This design comes from an exercise in tuning for small area, a short achievable clock period and few clock cycles per item on the open sky130 flow, not from production work.
Function was checked by simulation only, so behaviour that the tests miss may differ from the original.
Power is estimated from default activity; no workload was simulated.

## run 1
// ex_top
module ex_top (
    input  logic         clk_i,
    input  logic         rst_n_i,
    input  logic         in_valid_i,
    output logic         in_ready_o,
    input  logic [31:0]  in_instr_i,
    input  logic [31:0]  in_pc_i,
    input  logic [31:0]  in_rs1_data_i,
    input  logic [31:0]  in_rs2_data_i,
    output logic         out_valid_o,
    input  logic         out_ready_i,
    output logic [4:0]   out_rd_addr_o,
    output logic         out_rd_we_o,
    output logic [31:0]  out_rd_data_o,
    output logic         out_flush_o,
    output logic [31:0]  out_target_o,
    output logic         out_illegal_o
);
    logic [31:0] x, pc, a, b;
    assign x  = in_instr_i;
    assign pc = in_pc_i;
    assign a  = in_rs1_data_i;
    assign b  = in_rs2_data_i;
    logic [6:0] opc;
    logic [2:0] f3;
    logic [6:0] f7;
    assign opc = x[6:0];
    assign f3  = x[14:12];
  ...
Size in the first run: ~78 flip-flops, ~0.010 mm2 of cells after synthesis.
export LEC_CHECK = 0
export ABC_CLOCK_PERIOD_IN_PS = 5000
export CAP_MARGIN = 20
export CORE_MARGIN = 2
export CORE_UTILIZATION = 40
export CTS_BUF_LIST = sky130_fd_sc_hd__clkbuf_8
export CTS_CLUSTER_SIZE = 40
export SETUP_SLACK_MARGIN = 2.5
export SLEW_MARGIN = 20
create_clock -name core_clock -period 7.0 [get_ports {clk_i}]
standard.sh (not shown) runs the stock make flow with config.mk's settings and CLKGATE_MAP_FILE= SYNTH_SCRIPT=/design/flow/synth_recipe.tcl, a recipe that flattens the netlist after the stock synthesis.
==> flow/flow/run.sh <==
#!/bin/bash
set -euo pipefail
W=$(pwd)
F=$W/flow
RES=$W/orfs/results/$FLOW_PLATFORM/ex_top/base
source "$F/settings.sh"

# Synthesis: reference script, with the ABC script swapped through a variable trace.
cat > "$W/synth_swap_abc.tcl" <<TCL
proc my_abc_script_trace {name1 name2 op} {
  global abc_script
  if {\$abc_script ne "$F/abc_map.script"} { set abc_script "$F/abc_map.script" }
}
trace add variable ::abc_script write my_abc_script_trace
source $W/synth_recipe.tcl
TCL
make -C "$FLOW_HOME" DESIGN_CONFIG="$W/config.mk" WORK_HOME="$W/orfs" CLKGATE_MAP_FILE= \
  SYNTH_SCRIPT="$W/synth_swap_abc.tcl" $SYNTH_EXTRA "$RES/1_2_yosys.v" > "$W/flow_synth.log" 2>&1

# The rest of the standard flow, on that netlist.
bash "$W/standard.sh" finish "BUFFER_PORTS_ARGS=-buffer_cell sky130_fd_sc_hd__buf_1" \
  > "$W/flow_layout.log" 2>&1
==> flow/flow/abc_map.script <==
strash
dch
map -D 2000
topo
stime -c
==> flow/flow/settings.sh <==
# Extra make variables for the synthesis step (ADDER_MAP_FILE= skips ORFS's full/half-adder
# extraction before ABC).
SYNTH_EXTRA="ADDER_MAP_FILE="
Testbench counts of run 1, summed over its fixed seeds: cycles 16,008, items 16,000.
The inputs of run 2 differ from those of run 1 as listed below.
Settings: SETUP_SLACK_MARGIN changed from 2.5 to 2.6.
Notes after the runs:
Row global-route wire length before repair: run 2 higher / run 1 lower
Taking run 1 as the reference, in run 2 clock period minus final worst setup slack down 49 ps; via count down 186; overall routing resource usage up 0.51 points.
Between run 1 and run 2, total chip power increased.
Delta (run 2 minus run 1): final-layout non-clock buffer area share moved down; worst-case clock skew roughly the same; cell count did not really move; maximum resistive drop on vdd shrank by 6.6%.
NOTE: share of the core filled with cells in the final layout in run 2 exceeds that of run 1
Input-level comparison between run 3 and run 2:
Settings: changing SETUP_SLACK_MARGIN from 2.6 to 2.5.
Findings:
Run 3 finished all stages; the layout is clean. Cmp run 3 and run 2 / number of non-clock buffers / lower: run 3. Wire length of the first global-routing pass, run 3 and run 2: larger value in run 2. Run 3 — instance count on the critical path 2 higher, run 2 as reference. Going from run 2 to run 3, the number of fill cells in the layout was found to have gone down by 13. In the flow results for run 3 and run 2, the critical path arrival is larger on run 3. Run 3 vs. run 2: sum of overflow across all layers after global routing now sits at about the same level, synthesized-area fraction occupied by and/or/nand/nor cells now sits at about the same level. Pre-CTS setup slack, run 3 and run 2, higher one = run 3. Global routing met2 resource utilization: run 3 vs run 2 down 1.6 points. Comparing run 3 and run 2, post-synthesis to final-layout area growth is lower on run 3.

==> port drivers added, routing unchanged <==
No port has a modelled driver above. Below, the same layouts with a new extraction and two added sets of constraints.
Step 1 assumes that a clkbuf_16 drives the clock port and a buf_2 every other input.
Step 2 moves the port delays by t, midway between the first and last clock arrival at a register: inputs arrive t later, outputs are due t later. That takes back most of the time a late clock gives input paths.
Slacks: ideal ports / drivers / drivers and shift; pairs: ideal ports / drivers.
run	shift t [ns]	slack for setup (ns)	worst setup path after step 2	latest minus earliest clock arrival (ns)	pins driven straight from the clock port
run 1	0.423	2.621 / 2.635 / 2.212	input to register	0.020 / 0.020	1
run 2	0.428	2.671 / 2.678 / 2.250	input to register	0.017 / 0.018	1
run 3	0.423	2.621 / 2.635 / 2.212	input to register	0.020 / 0.020	1
After both steps setup and hold are still met in every run listed. The setup slack of run 2, which loses most, moves by +0.007 ns with the drivers and by -0.421 ns with both steps.
